From an optimization exercise on the open Yosys and OpenROAD flow, aimed at a short achievable clock period and few clock cycles; shortcuts taken in it are not production practice. Function was not checked in any run shown here: the RTL went through the layout flow alone. Power figures rest on the tool's default switching activity, not on a simulated workload.

[flow/design.v]
package bpq_pkg;
   localparam int FIELD_VALUE_W = 32;
   localparam int FIELD_PRIO_W  = 8;
   localparam int STATUS_W      = 2;
   localparam int FILL_W        = 5;
   localparam logic OP_PUSH = 1'b0;
   localparam logic OP_POP  = 1'b1;
   localparam logic [STATUS_W-1:0] STATUS_OK    = 2'd0;
   localparam logic [STATUS_W-1:0] STATUS_FULL  = 2'd1;
   localparam logic [STATUS_W-1:0] STATUS_EMPTY = 2'd2;
   typedef struct packed {
      logic accept;
      logic scan_issue;
      logic scan_end;
      logic shift_wr;
      logic finish_pop;
      logic emit;
   } cmd_type;
   typedef struct packed {
      logic req_pop;
      logic full;
      logic empty;
      logic scan_last;
      logic shift_done;
      logic out_free;
   } stat_type;
endpackage
module bounded_priority_queue_fifo_tiebreak #(
   parameter int QUEUE_DEPTH    = 16,
   parameter int VALUE_WIDTH    = 32,
   parameter int PRIORITY_WIDTH = 8
) (
   input  logic                                     clock,
   input  logic                                     reset,
   input  logic                                     req_valid,
   output logic                                     req_ready,
   input  logic                                     req_opcode,
   input  logic signed [bpq_pkg::FIELD_VALUE_W-1:0] req_in_value,
   input  logic        [bpq_pkg::FIELD_PRIO_W-1:0]  req_in_priority,
   output logic                                     rsp_valid,
   input  logic                                     rsp_ready,
   output logic        [bpq_pkg::STATUS_W-1:0]      rsp_status,
   output logic signed [bpq_pkg::FIELD_VALUE_W-1:0] rsp_out_value,
   output logic        [bpq_pkg::FIELD_PRIO_W-1:0]  rsp_out_priority,
   output logic        [bpq_pkg::FILL_W-1:0]        rsp_fill_count
);
   localparam int D     = QUEUE_DEPTH;
   localparam int VW    = bpq_pkg::FIELD_VALUE_W;
   localparam int PW    = bpq_pkg::FIELD_PRIO_W;
   localparam int SW    = bpq_pkg::STATUS_W;
   localparam int FW    = bpq_pkg::FILL_W;
   localparam int RW    = SW + VW + PW + FW;    
   localparam int NBUF  = 2;                    
   localparam int CNT_W = $clog2(D + 1);
   logic rdy;
   logic acc;
   assign acc = req_valid & rdy;
   logic          a_v;
   logic          a_op;
   logic [VW-1:0] a_val;
   logic [PW-1:0] a_pri;
   always_ff @(posedge clock) begin
      a_op  <= req_opcode;
      a_val <= req_in_value;
      a_pri <= req_in_priority;
      if (reset) a_v <= 1'b0;
      else       a_v <= acc;
   end
   logic          b_push, b_pop;
   logic [VW-1:0] b_val;
   logic [PW-1:0] b_pri;
   logic [D-1:0]  m_next, m_new, m_prev, m_keep;    
   logic [D-1:0][VW-1:0] q_val;
   logic [D-1:0][PW-1:0] q_pri;
   logic [D-1:0]         q_v;
   logic [CNT_W-1:0]     cnt;
   logic [D-1:0][VW-1:0] n_val;
   logic [D-1:0][PW-1:0] n_pri;
   logic [D-1:0]         n_v;
   logic [CNT_W-1:0]     n_cnt;
   always_comb begin
      for (int i = 0; i < D; i++) begin
         n_val[i] = ({VW{m_keep[i]}} & q_val[i]) | ({VW{m_new[i]}} & b_val);
         n_pri[i] = ({PW{m_keep[i]}} & q_pri[i]) | ({PW{m_new[i]}} & b_pri);
         n_v[i]   = (m_keep[i] & q_v[i]) | m_new[i];
         if (i < D - 1) begin
            n_val[i] = n_val[i] | ({VW{m_next[i]}} & q_val[i+1]);
            n_pri[i] = n_pri[i] | ({PW{m_next[i]}} & q_pri[i+1]);
            n_v[i]   = n_v[i]   | (m_next[i] & q_v[i+1]);
         end
         if (i > 0) begin
            n_val[i] = n_val[i] | ({VW{m_prev[i]}} & q_val[i-1]);
            n_pri[i] = n_pri[i] | ({PW{m_prev[i]}} & q_pri[i-1]);
            n_v[i]   = n_v[i]   | (m_prev[i] & q_v[i-1]);
         end
      end
      n_cnt = cnt;
      if (b_push)     n_cnt = cnt + CNT_W'(1);
      else if (b_pop) n_cnt = cnt - CNT_W'(1);
   end
   logic [D-1:0] g;         
   logic         g_new;     
   logic [D-1:0] ge;        
   logic         a_push, a_pop;
   logic [D-1:0] d_next, d_new, d_prev, d_keep;
   always_comb begin
      g_new = (b_pri >= a_pri);
      for (int i = 0; i < D; i++) begin
         g[i] = q_v[i] & (q_pri[i] >= a_pri);
      end
      for (int i = 0; i < D; i++) begin
         ge[i] = (m_keep[i] & g[i]) | (m_new[i] & g_new);
         if (i < D - 1) ge[i] = ge[i] | (m_next[i] & g[i+1]);
         if (i > 0)     ge[i] = ge[i] | (m_prev[i] & g[i-1]);
      end
      a_push = a_v & (a_op == bpq_pkg::OP_PUSH) & ~n_v[D-1];
      a_pop  = a_v & (a_op == bpq_pkg::OP_POP)  &  n_v[0];
      for (int i = 0; i < D; i++) begin
         d_next[i] = a_pop;
         if (i == 0) begin
            d_new[i]  = a_push & ~ge[0];
            d_prev[i] = 1'b0;
         end else begin
            d_new[i]  = a_push & ~ge[i] &  ge[i-1];
            d_prev[i] = a_push & ~ge[i] & ~ge[i-1];
         end
         d_keep[i] = ~(a_pop | (a_push & ~ge[i]));
      end
   end
   always_ff @(posedge clock) begin
      b_val <= a_val;
      b_pri <= a_pri;
      q_val <= n_val;
      q_pri <= n_pri;
      if (reset) begin
         b_push <= 1'b0;
         b_pop  <= 1'b0;
         m_next <= '0;
         m_new  <= '0;
         m_prev <= '0;
         m_keep <= '1;
         q_v    <= '0;
         cnt    <= '0;
      end else begin
         b_push <= a_push;
         b_pop  <= a_pop;
         m_next <= d_next;
         m_new  <= d_new;
         m_prev <= d_prev;
         m_keep <= d_keep;
         q_v    <= n_v;
         cnt    <= n_cnt;
      end
   end
   logic [CNT_W-1:0] n_cnt_p1, n_cnt_m1;
   logic [SW-1:0]    r_status;
   logic [VW-1:0]    r_val;
   logic [PW-1:0]    r_pri;
   logic [FW-1:0]    r_fill;
   logic [RW-1:0]    r_all;
   always_comb begin
      n_cnt_p1 = n_cnt + CNT_W'(1);
      n_cnt_m1 = n_cnt - CNT_W'(1);
      r_val    = '0;
      r_pri    = '0;
      r_fill   = FW'(n_cnt);
      if (a_op == bpq_pkg::OP_PUSH) begin
         r_status = n_v[D-1] ? bpq_pkg::STATUS_FULL : bpq_pkg::STATUS_OK;
         if (!n_v[D-1]) r_fill = FW'(n_cnt_p1);
      end else begin
         r_status = n_v[0] ? bpq_pkg::STATUS_OK : bpq_pkg::STATUS_EMPTY;
         if (n_v[0]) begin
            r_val  = n_val[0];
            r_pri  = n_pri[0];
            r_fill = FW'(n_cnt_m1);
         end
      end
      r_all = {r_status, r_val, r_pri, r_fill};
   end
   logic [NBUF-1:0][RW-1:0] f_data;
   logic                    f_wr, f_rd;
   logic [1:0]              f_cnt;
   logic                    f_empty;
   logic                    out_free, f_push, f_pop;
   logic                    o_v;
   logic [RW-1:0]           o_data;
   logic [2:0]              owed;
   assign f_empty  = (f_cnt == 2'd0);
   assign out_free = ~o_v | rsp_ready;
   assign f_pop    = out_free & ~f_empty;
   assign f_push   = a_v & ~(out_free & f_empty);
   always_ff @(posedge clock) begin
      if (a_v) f_data[f_wr] <= r_all;
      if (out_free) o_data <= f_empty ? r_all : f_data[f_rd];
      if (reset) begin
         f_wr  <= 1'b0;
         f_rd  <= 1'b0;
         f_cnt <= 2'd0;
         o_v   <= 1'b0;
      end else begin
         if (f_push) f_wr <= ~f_wr;
         if (f_pop)  f_rd <= ~f_rd;
         f_cnt <= f_cnt + 2'(f_push) - 2'(f_pop);
         if (out_free) o_v <= ~f_empty | a_v;
      end
   end
   assign owed = 3'(a_v) + 3'(o_v) + 3'(f_cnt) + 3'(acc) - 3'(o_v & rsp_ready);
   always_ff @(posedge clock) begin
      if (reset) rdy <= 1'b1;
      else       rdy <= (owed <= 3'(NBUF));
   end
   assign req_ready        = rdy;
   assign rsp_valid        = o_v;
   assign rsp_status       = o_data[RW-1 -: SW];
   assign rsp_out_value    = o_data[VW+PW+FW-1 -: VW];
   assign rsp_out_priority = o_data[PW+FW-1 -: PW];
   assign rsp_fill_count   = o_data[FW-1:0];
endmodule
[flow/run.sh]
#!/bin/bash
# synth_recipe.tcl (not shown) runs the flow's synth.tcl, then flattens the netlist and writes it again
# the make line also repeats each setting of config.mk as NAME=value (left out here)
make -C /OpenROAD-flow-scripts/flow DESIGN_CONFIG=/design/flow/config.mk WORK_HOME=/design/flow/orfs CLKGATE_MAP_FILE= SYNTH_SCRIPT=/design/flow/synth_recipe.tcl finish
[flow/config.mk]
export PLATFORM = sky130hd
export DESIGN_NAME = bounded_priority_queue_fifo_tiebreak
export DESIGN_NICKNAME = bounded_priority_queue_fifo_tiebreak
export VERILOG_FILES = /design/flow/design.v
export SDC_FILE = /design/flow/constraint.sdc
export NUM_CORES = 4
export LEC_CHECK = 0
export ABC_CLOCK_PERIOD_IN_PS = 1500
export CAP_MARGIN = 20
export CORE_MARGIN = 2
export CORE_UTILIZATION = 50
export SETUP_SLACK_MARGIN = 3.3
export SLEW_MARGIN = 20
[flow/constraint.sdc]
create_clock -name core_clock -period 5.0 [get_ports {clock}]
set_input_delay 1.0000 -clock core_clock [delete_from_list [all_inputs] [get_ports {clock}]]
set_output_delay 1.0000 -clock core_clock [all_outputs]
set_load 0.01 [all_outputs]
==> flow_summary_export.csv, run 1 <==
group,metric,value,unit
placed_design,dpl.hpwl,71500,um
die,die_height,285,um
final_layout,fill_cells,6156,
die,start_util,50.7,%
setup_path,regToRegSetupSlack,2.49,ns
placed_design,port_buffers,93,
status,outcome,"complete, no violations",
global_route,grt.busiest_layer,"met1",
final_layout,regArea,20300,um2
synth,ys_async_sr_fraction,0,%
clock_tree,clock_latency,0.66,ns
drt,dr.pass1.iters,7,
synth,synth-seq-cells,939,
setup_path,regToRegStartpoint,"a_pri[0]",
sta,post-route-period-util,50.2,%
setup_path,startpoint,"a_pri[0]",
placed_design,routabilityCongestion,0.869,
sta,fin_hold_ws,0.322,ns
sta,rsz0062_at_grt,"true",
final_layout,areaGrowthSynthToFinish,21.6,%
sta,tightest_slew,1.19,ns
sta,slew_viol_final,0,
global_route,use_met3,4.04,%
global_route,overflow,0,
clock_tree,cts_buffers,99,
setup_path,worst_ep_required_time,5.54,ns
clock_tree,cts_buffer_depth,3,
setup_path,critPathLaunchType,"register",
sta,min_period,2.51,ns
clock_tree,htree_levels,3,
drt,drc_errors,0,
global_route,first_global_vias,31500,
final_layout,finish.utilization,61.6,%
power_and_ir_drop,pwr_density_cell,412,nW/um2
hold_path,hold_class,"reg -> reg",
drt,initialDrtViolationCount,3910,
synth,synthFlopType,"dfxtp_1",
global_route,grt_max_degree,99,
sta,hold_violations,0,
setup_path,worstPathArrival,3.05,ns
clock_tree,root_buffer,"clkbuf_16",
sta,slew_headroom,20.6,%
synth,synth_common_cells,"a22oi_1, dfxtp_1, nand2_1",
synth,netlist_top_cells_area,"dfxtp_1, a22oi_1, edfxtp_1",
drt,routed_wl,120000,um
sta,setup_tns,0,ns
setup_path,critical_path_class,"reg -> reg",
die,io_pins,94,
setup_path,critPathMaxFanout,5,
synth,ys_types,84,
global_route,grt_use_met2,41.9,%
global_route,met1_usage,42.0,%
synth,avgSynthCellArea,9.74,um2
final_layout,antenna_cells,0,
drt,drt-vias-per-instance,6.48,
sta,finClkSkew,0.0163,ns
die,die_w,285,um
synth,yosysMostFrequentCell,"a22oi_1",
drt,vias,33500,
global_route,grtUsageTotal,28.1,%
die,row_count,102,
sta,setup_viol,0,
clock_tree,numClockSinks,939,
final_layout,drive_gt1_share,17.9,%
die,die_area,81000,um2
final_layout,layoutNonFillerInstCount,5161,
clock_tree,cts_tree,"done",
synth,syn_area,39400,um2
drt,antenna_left,0,
synth,ys_seq_area_share,51.3,%
final_layout,multi_input_area,19400,um2
setup_path,endpoint_kind,"register",
setup_path,crit-reg2reg-capture,"m_keep[5]",
final_layout,fin_nets,4228,
setup_path,rr_worst_depth,8,
synth,netlist_instances,4043,
power_and_ir_drop,p_leak,19.6,nW
setup_path,crit_path_end,"m_keep[5]",
synth,syn_nets,4235,
placed_design,placed_cells,4830,
job,drv_cap,0,
clock_tree,hold_buffers,0,
global_route,grt_pass1_wl,186000,um
sta,clock.fmax,0.398,GHz
drt,post_drt_wl_per_cell,23.3,um
synth,synth_top_area_share,40.6,%
global_route,antenna_found_initial,0,
clock_tree,cts.clk_slew.worst_paths,0.06,ns
die,core_area,77700,um2
synth,ys_warn_count,1,
power_and_ir_drop,irDropWorstVdd,337,uV
synth,synth_edf_count,141,
synth,yosys.area.top_type,"dfxtp_1",
-- how the worst min path moves through the flow --
stage,cells past startpoint,startpoint,endpoint,slack [ns]
final,0,a_val[11],b_val[11],0.32
after global routing,0,a_val[31],b_val[31],0.33
after CTS,0,a_val[21],b_val[21],0.33
after detailed placement,0,a_val[21],b_val[21],0.31
after global placement,0,a_val[19],b_val[19],0.31
after floorplan,0,a_val[0],b_val[0],0.31
-- cells in the final DEF (no fill, tap or decap), types with 13 or more instances in the layout --
master / instances
a22oi_1: 1136
o21ai_2: 14
ha_1: 97
nand2_1: 722
dfxtp_1: 770
o21ai_1: 42
a31oi_1: 14
mux2i_1: 48
a222oi_1: 41
inv_1: 70
clkbuf_8: 17
a22oi_2: 28
edfxtp_1: 141
a21oi_4: 35
clkbuf_16: 104
nor2_1: 33
a2111oi_4: 13
dfxtp_2: 18
nand4_1: 15
buf_12: 24
buf_4: 133
clkinv_2: 14
ha_4: 43
clkdlybuf4s50_1: 42
buf_6: 24
o21a_1: 18
a21oi_2: 18
clkbuf_1: 20
buf_2: 47
a21oi_1: 41
nand3_1: 14
-- critical path, cell delays in order (launching register included) --
cell and delay, ns:
dfxtp_4 0.39, buf_4 0.15, buf_6 0.13, ha_1 0.28, nand2b_4 0.15, a2111oi_4 0.45
nor4b_1 0.11, or4b_4 0.55, o21a_1 0.20
-- area by class of cell --
| cell class | instances | share of cell area (%) |
|---|---|---|
| clock inverter | 46 | 0.883 |
| tap | 1040 | 2.72 |
| timing repair inverter | 1 | 0.0235 |
| multi-input combinational | 2604 | 40.5 |
| clock buffer | 140 | 6.03 |
| sequential | 939 | 42.3 |
| timing repair buffer | 303 | 6.70 |
| inverter | 88 | 0.820 |
-- where the power goes --
group | switching, mW | internal [mW]
clock | 3.13 | 4.30
combinational | 1.51 | 1.29
sequential | 0.899 | 8.62
-- cells by family after synthesis --
kind of cell,Yosys count,share of synthesized area (%)
flops,939,51.3
simple gates,920,9.89
fa+ha+maj,147,4.71
mux,48,1.22
buf+inv,502,4.87
xor+xnor,12,0.286
compound gates,1475,27.7
-- stage by stage --
stage	worst slack [ns]	cell area, um2	total power [mW]
finish	2.49	47900	19.8
global route	2.41	47900	20.5
CTS	2.55	47100	19.7
detailed placement	1.38	41300	12.1
global placement	1.33	41300	12.0
floorplan	2.15	40100	11.0
-- per-layer routing --
metal / routed length (um) / up-vias
li1: - / 15200
met1: 55400 / 16400
met2: 52000 / 1586
met3: 9990 / 180
met4: 2650 / 0
met5: 0 / -
-- what timing repair did --
action                                  CTS  global route
endpoints found under the setup margin  724           247
gates cloned                             17             4
resized for setup                       475           107
pin swaps                                76            75
setup buffers                            96            28
==> inputs of run 2 (changes only) <==
--- a/flow/design.v
+++ b/flow/design.v
@@ -60,11 +60,6 @@
    logic [VW-1:0] a_val;
    logic [PW-1:0] a_pri;
-   always_ff @(posedge clock) begin
-      a_op  <= req_opcode;
-      a_val <= req_in_value;
-      a_pri <= req_in_priority;
-      if (reset) a_v <= 1'b0;
-      else       a_v <= acc;
-   end
+   logic [D-1:0]  a_ge;      
+   logic          a_ge_a;    
    logic          b_push, b_pop;
    logic [VW-1:0] b_val;
@@ -101,16 +96,33 @@
    logic [D-1:0] g;         
    logic         g_new;     
-   logic [D-1:0] ge;        
+   logic [D-1:0] i_ge;      
+   always_comb begin
+      g_new = (b_pri >= req_in_priority);
+      for (int i = 0; i < D; i++) begin
+         g[i] = q_v[i] & (q_pri[i] >= req_in_priority);
+      end
+      for (int i = 0; i < D; i++) begin
+         i_ge[i] = (m_keep[i] & g[i]) | (m_new[i] & g_new);
+         if (i < D - 1) i_ge[i] = i_ge[i] | (m_next[i] & g[i+1]);
+         if (i > 0)     i_ge[i] = i_ge[i] | (m_prev[i] & g[i-1]);
+      end
+   end
+   always_ff @(posedge clock) begin
+      a_op   <= req_opcode;
+      a_val  <= req_in_value;
+      a_pri  <= req_in_priority;
+      a_ge   <= i_ge;
+      a_ge_a <= (a_pri >= req_in_priority);
+      if (reset) a_v <= 1'b0;
+      else       a_v <= acc;
+   end
+   logic [D-1:0] ge;
    logic         a_push, a_pop;
    logic [D-1:0] d_next, d_new, d_prev, d_keep;
    always_comb begin
-      g_new = (b_pri >= a_pri);
-      for (int i = 0; i < D; i++) begin
-         g[i] = q_v[i] & (q_pri[i] >= a_pri);
-      end
-      for (int i = 0; i < D; i++) begin
-         ge[i] = (m_keep[i] & g[i]) | (m_new[i] & g_new);
-         if (i < D - 1) ge[i] = ge[i] | (m_next[i] & g[i+1]);
-         if (i > 0)     ge[i] = ge[i] | (m_prev[i] & g[i-1]);
+      for (int i = 0; i < D; i++) begin
+         ge[i] = (m_keep[i] & a_ge[i]) | (m_new[i] & a_ge_a);
+         if (i < D - 1) ge[i] = ge[i] | (m_next[i] & a_ge[i+1]);
+         if (i > 0)     ge[i] = ge[i] | (m_prev[i] & a_ge[i-1]);
       end
       a_push = a_v & (a_op == bpq_pkg::OP_PUSH) & ~n_v[D-1];
@@ -185,5 +197,9 @@
    logic                    o_v;
    logic [RW-1:0]           o_data;
-   logic [2:0]              owed;
+   logic [2:0]              held;
+   logic                    take, rdy_in;
+   logic [RW-1:0] o_load, o_next;
+   assign o_load = f_empty ? r_all : f_data[f_rd];
+   assign o_next = ({RW{out_free}} & o_load) | ({RW{~out_free}} & o_data);
    assign f_empty  = (f_cnt == 2'd0);
    assign out_free = ~o_v | rsp_ready;
@@ -192,5 +208,5 @@
    always_ff @(posedge clock) begin
       if (a_v) f_data[f_wr] <= r_all;
-      if (out_free) o_data <= f_empty ? r_all : f_data[f_rd];
+      o_data <= o_next;
       if (reset) begin
          f_wr  <= 1'b0;
@@ -202,11 +218,20 @@
          if (f_pop)  f_rd <= ~f_rd;
          f_cnt <= f_cnt + 2'(f_push) - 2'(f_pop);
-         if (out_free) o_v <= ~f_empty | a_v;
-      end
-   end
-   assign owed = 3'(a_v) + 3'(o_v) + 3'(f_cnt) + 3'(acc) - 3'(o_v & rsp_ready);
+         o_v   <= (out_free & (~f_empty | a_v)) | (~out_free & o_v);
+      end
+   end
+   assign held = 3'(a_v) + 3'(o_v) + 3'(f_cnt);
+   assign take = o_v & rsp_ready;
+   always_comb begin
+      case (held)
+         3'd0, 3'd1: rdy_in = 1'b1;
+         3'd2:       rdy_in = ~acc | take;
+         3'd3:       rdy_in = ~acc & take;
+         default:    rdy_in = 1'b0;
+      endcase
+   end
    always_ff @(posedge clock) begin
       if (reset) rdy <= 1'b1;
-      else       rdy <= (owed <= 3'(NBUF));
+      else       rdy <= rdy_in;
    end
    assign req_ready        = rdy;
--- a/flow/config.mk
+++ b/flow/config.mk
@@ -10,4 +10,6 @@
 export CORE_MARGIN = 2
 export CORE_UTILIZATION = 50
+export CTS_CLUSTER_DIAMETER = 100
+export CTS_CLUSTER_SIZE = 30
 export SETUP_SLACK_MARGIN = 3.3
 export SLEW_MARGIN = 20
==> flow_summary_export.csv, run 2 <==
group,metric,value,unit
drt,initialDrtViolationCount,4569,
synth,synth_mux_area_share,1.21,%
sta,rsz0062_at_grt,"true",
setup_path,critPathLaunchType,"primary input",
placed_design,placed_cell_area,41300,um2
power_and_ir_drop,pwr-share-comb,18.6,%
drt,dr.pass1.iters,7,
synth,syn_area,39700,um2
synth,synth_compound_area_share,28.1,%
sta,fin_hold_ws,0.338,ns
hold_path,hp-start,"a_val[22]",
synth,synthFlopType,"dfxtp_1",
clock_tree,clock_latency,0.63,ns
synth,synth_top_area_share,41.1,%
clock_tree,numClockSinks,956,
synth,synth_common_cells,"a22oi_1, dfxtp_1, nand2_1",
setup_path,endpoint_kind,"register",
final_layout,areaGrowthSynthToFinish,18.6,%
synth,netlist_instances,4074,
sta,slew_headroom,33.8,%
power_and_ir_drop,p_sw,5.17,mW
synth,avgSynthCellArea,9.74,um2
die,die_height,286,um
sta,tightest_slew,0.993,ns
power_and_ir_drop,clkPwrFrac,23.2,%
global_route,antenna_found_initial,2,
synth,synth_edf_count,141,
sta,min_period,2.23,ns
final_layout,fin_nets,4264,
power_and_ir_drop,internal_power,11.8,mW
power_and_ir_drop,pwr_density_cell,360,nW/um2
clock_tree,htree_levels,2,
power_and_ir_drop,p_seq_share,58.2,%
drt,routed_wl,128000,um
power_and_ir_drop,swShare,30.5,%
setup_path,worstPathArrival,2.76,ns
synth,synth-adder-area-share,4.81,%
drt,drc_errors,0,
global_route,grtUsageTotal,29.9,%
job,drv_cap,0,
sta,slew_viol_final,0,
final_layout,drive_gt1_share,17.0,%
drt,drt-vias-per-instance,6.63,
global_route,overflow,0,
clock_tree,cts_buffer_depth,3,
sta,clock.fmax,0.449,GHz
synth,synth-seq-cells,956,
synth,ys_async_sr_fraction,0,%
final_layout,final_cell_mix,"a22oi_1, dfxtp_1, nand2_1",
die,die_area,81700,um2
global_route,grt_pass1_wl,195000,um
power_and_ir_drop,irDropWorstVdd,255,uV
drt,antenna_left,0,
status,outcome,"complete, no violations",
setup_path,critical_path_class,"in -> reg",
setup_path,critPathMaxFanout,4,
placed_design,port_buffers,93,
final_layout,design_area,47100,um2
drt,post_drt_wl_per_cell,25.0,um
final_layout,fill_cells,6425,
placed_design,routabilityCongestion,0.868,
synth,ys_seq_area_share,51.8,%
global_route,first_global_vias,32100,
sta,setup_viol,0,
synth,yosysMostFrequentCell,"a22oi_1",
synth,ys_types,59,
clock_tree,cts_tree,"done",
die,row_count,103,
setup_path,crit-reg2reg-capture,"a_ge[3]",
clock_tree,hold_buffers,0,
synth,yosys.area.top_type,"dfxtp_1",
sta,post-route-period-util,44.6,%
setup_path,regToRegStartpoint,"b_pri[6]",
die,start_util,50.4,%
die,die_w,286,um
clock_tree,root_buffer,"clkbuf_16",
drt,vias,34100,
placed_design,dpl.hpwl,72700,um
hold_path,whs_endpoint,"b_val[22]",
synth,ys_warn_count,1,
hold_path,hold-path-cell-count,0,
clock_tree,cts.clk_slew.worst_paths,0.12,ns
global_route,grt_max_degree,71,
setup_path,regToRegSetupSlack,2.83,ns
final_layout,final_common_cell,"a22oi_1",
sta,setup_tns,0,ns
die,io_pins,94,
synth,syn_nets,4271,
setup_path,worst_ep_required_time,5.53,ns
setup_path,rr_worst_depth,8,
clock_tree,cts_buffers,38,
synth,synth_simple_gate_area_share,9.11,%
power_and_ir_drop,p_leak,19.3,nW
sta,finClkSkew,0.0310,ns
hold_path,hold_class,"reg -> reg",
synth,netlist_top_cells_area,"dfxtp_1, a22oi_1, edfxtp_1",
die,core_area,78700,um2
synth,synth_top_family_by_area,"compound AO/OA/AOI/OAI gates",
sta,hold_violations,0,
synth,synthXorXnorAreaFrac,0.262,%
run 2: per-stage QoR:
stage	total power, mW	setup slack (ns)	utilization (%)	cells
after CTS	16.7	2.76	58.4	5090
after global routing	17.7	2.71	59.8	5134
after detailed placement	12.4	1.10	52.4	4875
after floorplan	11.3	2.23	-	4074
final	16.9	2.77	59.8	5135
after global placement	12.3	1.20	52.4	4874
run 2: kinds of logic (layout without fill, tap and decap cells):
family	count (synthesis)	count (layout)
and+or+nand+nor	890	899
other	0	2
AOI/OAI and AO/OA	1521	1521
DFF	956	956
adders and majority gates	152	152
muxes	48	48
buffers and inverters	496	496
xor gates and xnor gates	11	11
run 2: power groups by stage:
stage          sequential, mW  combinational [mW]  clock, mW
6_report                 9.86                3.15       3.94
5_1_grt                  9.94                3.46       4.25
2_1_floorplan            9.57                1.74          0
3_3_place_gp             9.89                2.40          0
3_5_place_dp             9.92                2.50          0
4_1_cts                  9.78                2.89       4.01
run 2: worst max-delay path by stage:
stage	end	slack, ns	startpoint
after detailed placement	a_ge[3]	1.10	req_in_priority[0]
after global placement	a_ge[3]	1.20	req_in_priority[0]
final	a_ge[4]	2.77	req_in_priority[5]
after CTS	a_ge[3]	2.76	req_in_priority[2]
after floorplan	a_ge[4]	2.23	req_in_priority[5]
after global routing	a_ge[3]	2.71	req_in_priority[3]
run 2: final cells by class:
| class | instances | area (um2) | share of cell area [%] |
|---|---|---|---|
| inverters | 74 | 309 | 0.656 |
| well taps | 1050 | 1310 | 2.79 |
| repair buffers | 366 | 4410 | 9.36 |
| clock buffers | 52 | 1030 | 2.20 |
| multi-input cells | 2631 | 19400 | 41.2 |
| flip-flops and latches | 956 | 20600 | 43.7 |
| clock inverters | 4 | 45.0 | 0.0957 |
| diodes | 2 | 5.00 | 0.0106 |
run 2: metal layers:
metal / share of wire [%] / vias to the layer above / global-route usage, % / routed length [um]
li1: - / 15300 / - / -
met1: 44 / 16700 / 44.3 / 56800
met2: 44 / 1871 / 44.7 / 56200
met3: 10 / 164 / 5.22 / 12800
met4: 2.0 / 0 / 8.14 / 2600
met5: 0 / - / 0 / 0
run 2: critical path, cell delays in order:
cell        delay, ns
buf_8            0.08
clkinvlp_4       0.10
buf_12           0.16
buf_8            0.12
ha_4             0.21
and3_4           0.16
a2111oi_4        0.34
a21oi_4          0.11
a22o_1           0.21
a221o_1          0.26
run 2: timing repair:
item | CTS | global route
setup buffers | 124 | 37
gates resized for setup | 673 | 145
cloned | 35 | 6
endpoints found under the setup margin | 902 | 507
hold endpoints to repair | 0 | 0
pin swaps | 97 | 74
==> inputs of run 3 (changes only) <==
--- a/flow/config.mk
+++ b/flow/config.mk
@@ -10,6 +10,4 @@
 export CORE_MARGIN = 2
 export CORE_UTILIZATION = 50
-export CTS_CLUSTER_DIAMETER = 100
-export CTS_CLUSTER_SIZE = 30
 export SETUP_SLACK_MARGIN = 3.3
 export SLEW_MARGIN = 20
==> flow_summary_export.csv, run 3 <==
group,metric,value,unit
die,core_area,78700,um2
drt,dr.pass1.iters,7,
synth,yosys.area.top_type,"dfxtp_1",
sta,setup_ws,2.76,ns
power_and_ir_drop,p_sw,5.87,mW
clock_tree,cts.clk_slew.worst_paths,0.06,ns
power_and_ir_drop,clkPwrFrac,37.4,%
sta,setup_viol,0,
synth,ys_types,59,
setup_path,crit_family,"compound AO/OA/AOI/OAI gates",
sta,finClkSkew,0.0271,ns
drt,antenna_left,0,
power_and_ir_drop,p_seq_share,47.7,%
sta,hold_violations,0,
power_and_ir_drop,swShare,28.4,%
global_route,grt_max_degree,132,
global_route,antenna_found_initial,1,
sta,rsz0062_at_grt,"true",
hold_path,hold-path-cell-count,0,
sta,tightest_slew,1.12,ns
die,die_height,286,um
synth,synth_edf_count,141,
clock_tree,cts_buffers,101,
final_layout,areaGrowthSynthToFinish,23.6,%
synth,ys_seq_area_share,51.8,%
clock_tree,clock_latency,0.67,ns
setup_path,cp_slowest_cell,"a2111o_1",
final_layout,antenna_cells,0,
synth,yosysMostFrequentCell,"a22oi_1",
clock_tree,numClockSinks,956,
setup_path,critPathMaxFanout,6,
setup_path,path_buf_inv,4,
sta,post-route-period-util,44.8,%
die,row_count,103,
power_and_ir_drop,internal_power,14.8,mW
setup_path,worst_ep_required_time,5.54,ns
die,io_pins,94,
power_and_ir_drop,pwr_density_cell,421,nW/um2
drt,initialDrtViolationCount,4461,
clock_tree,cts_tree,"done",
synth,avgSynthCellArea,9.74,um2
setup_path,rr_worst_depth,7,
synth,ys_async_sr_fraction,0,%
setup_path,crit_path_frequent_cell,"buf_12",
drt,post_drt_wl_per_cell,24.4,um
global_route,grtUsageTotal,29.9,%
drt,vias,34400,
die,start_util,50.4,%
synth,synthFlopType,"dfxtp_1",
setup_path,worstPathArrival,2.77,ns
sta,clock.fmax,0.447,GHz
sta,setup_tns,0,ns
clock_tree,root_buffer,"clkbuf_16",
clock_tree,cts_buffer_depth,3,
power_and_ir_drop,power,20.7,mW
power_and_ir_drop,irDropWorstVdd,302,uV
drt,drt-vias-per-instance,6.54,
drt,routed_wl,129000,um
setup_path,crit_path_cell_trace,"buf_8, clkinvlp_4, buf_12, buf_12, ha_4, a2111o_1, a31oi_4, o21ai_1, o21a_1, a221o_1",
synth,ys_warn_count,1,
synth,netlist_instances,4074,
power_and_ir_drop,p_leak,20.2,nW
global_route,first_global_vias,32200,
global_route,grt_pass1_wl,196000,um
setup_path,critPathLaunchType,"primary input",
drt,drc_errors,0,
placed_design,dpl.hpwl,72700,um
hold_path,hold_class,"reg -> reg",
placed_design,port_buffers,93,
synth,netlist_top_cells_area,"dfxtp_1, a22oi_1, edfxtp_1",
final_layout,final_common_cell,"a22oi_1",
synth,synth_top_area_share,41.1,%
synth,synth-seq-cells,956,
placed_design,place_ws,1.10,ns
clock_tree,hold_buffers,0,
setup_path,critical_path_class,"in -> reg",
final_layout,fin_nets,4322,
power_and_ir_drop,pwr-share-comb,14.9,%
die,die_area,81700,um2
setup_path,endpoint_kind,"register",
placed_design,routabilityCongestion,0.868,
synth,synth_common_cells,"a22oi_1, dfxtp_1, nand2_1",
final_layout,drive_gt1_share,19.4,%
final_layout,fill_cells,6274,
sta,slew_headroom,25.4,%
clock_tree,htree_levels,3,
synth,syn_nets,4271,
setup_path,cpPeakStageDelay,0.40,ns
job,drv_cap,0,
sta,slew_viol_final,0,
sta,min_period,2.24,ns
setup_path,worst-path-stages,10,
final_layout,final_cell_mix,"a22oi_1, dfxtp_1, nand2_1",
status,outcome,"complete, no violations",
synth,syn_area,39700,um2
global_route,overflow,0,
die,die_w,286,um
[run 3: logic make-up (layout without fill, tap and decap cells)]
group / count (synthesis) / in the layout / synth area share [%]
compound gates: 1521 / 1521 / 28.1
fa+ha+maj: 152 / 152 / 4.81
simple gates: 890 / 899 / 9.11
flops: 956 / 956 / 51.8
xor+xnor: 11 / 11 / 0.262
mux: 48 / 48 / 1.21
buf+inv: 496 / 624 / 4.74
[run 3: final timing paths]
kind                      start   endpoint  slack, ns
max reg2reg           q_pri[16]    a_ge[3]       2.80
max          req_in_priority[1]    a_ge[4]       2.76
min reg2reg           a_val[10]  b_val[10]       0.32
min                   a_val[10]  b_val[10]       0.32
[run 3: final cells by class]
class | instances | area, um2 | share of cell area [%]
clock buffer | 138 | 2930 | 5.97
tap | 1050 | 1310 | 2.68
multi-input combinational | 2631 | 19400 | 39.6
inverter | 74 | 309 | 0.630
sequential | 956 | 20600 | 41.9
timing repair buffer | 361 | 3980 | 8.10
clock inverter | 51 | 534 | 1.09
[run 3: stage by stage]
stage	util [%]	hold WS, ns	instances	cell area (um2)
detailed placement	52.4	0.312	4875	41300
floorplan	-	0.310	4074	40000
global placement	52.4	0.311	4874	41200
finish	62.3	0.324	5261	49100
CTS	60.3	0.327	5193	47500
global route	62.3	0.327	5261	49100
[run 3: power groups by stage]
stage / Clock, mW / Combinational (mW) / Sequential, mW
2_1_floorplan: 0 / 1.74 / 9.57
3_3_place_gp: 0 / 2.40 / 9.89
3_5_place_dp: 0 / 2.50 / 9.92
4_1_cts: 7.82 / 2.74 / 9.79
5_1_grt: 8.16 / 3.40 / 9.95
6_report: 7.72 / 3.08 / 9.86
[run 3: layer usage]
layer	routed length, um	global-route usage (%)	vias to the layer above
met5	0	0	-
met4	2310	7.11	0
met3	12500	5.85	152
met2	56200	44.8	1807
met1	57500	44.3	16900
li1	-	-	15500
[run 3: worst reg2reg max path, cell delays in order (launching register included)]
cell	delay [ns]
dfxtp_1	0.46
inv_1	0.08
ha_1	0.26
nand2b_1	0.18
a2111oi_4	0.46
o21ai_4	0.11
a222oi_1	0.28
a21bo_2	0.25
[run 3: what timing repair did]
item,in CTS,in global routing
gates cloned,28,6
endpoints found under the setup margin,902,414
pin swaps,110,64
buffers inserted,101,62
resized for setup,582,215

## static timing again, ports no longer ideal
How much do the figures lean on ideal ports? The routed layouts below were timed once more, with nothing changed but the port constraints. Step 1: set_driving_cell puts a clkbuf_16 on clock and a buf_2 on each other input, an assumption about the parent block. Step 2 also shifts input and output timing later by t, the mid clock arrival at the registers, as if the neighbouring blocks saw the same clock. Slacks: ideal / step 1 / step 2; pairs: ideal / step 1.
run | t, ns | setup WS [ns] | hold slack, ns
run 1 | 0.718 | 2.490 / 2.490 / 1.965 | 0.322 / 0.322 / 0.322
run 2 | 0.680 | 2.771 / 2.754 / 2.100 | 0.338 / 0.338 / 0.338
run 3 | 0.728 | 2.762 / 2.739 / 2.057 | 0.324 / 0.324 / 0.324
After both steps setup and hold are still met in every run listed. The setup slack of run 3, which loses most, moves by -0.023 ns with the drivers and by -0.705 ns with both steps.
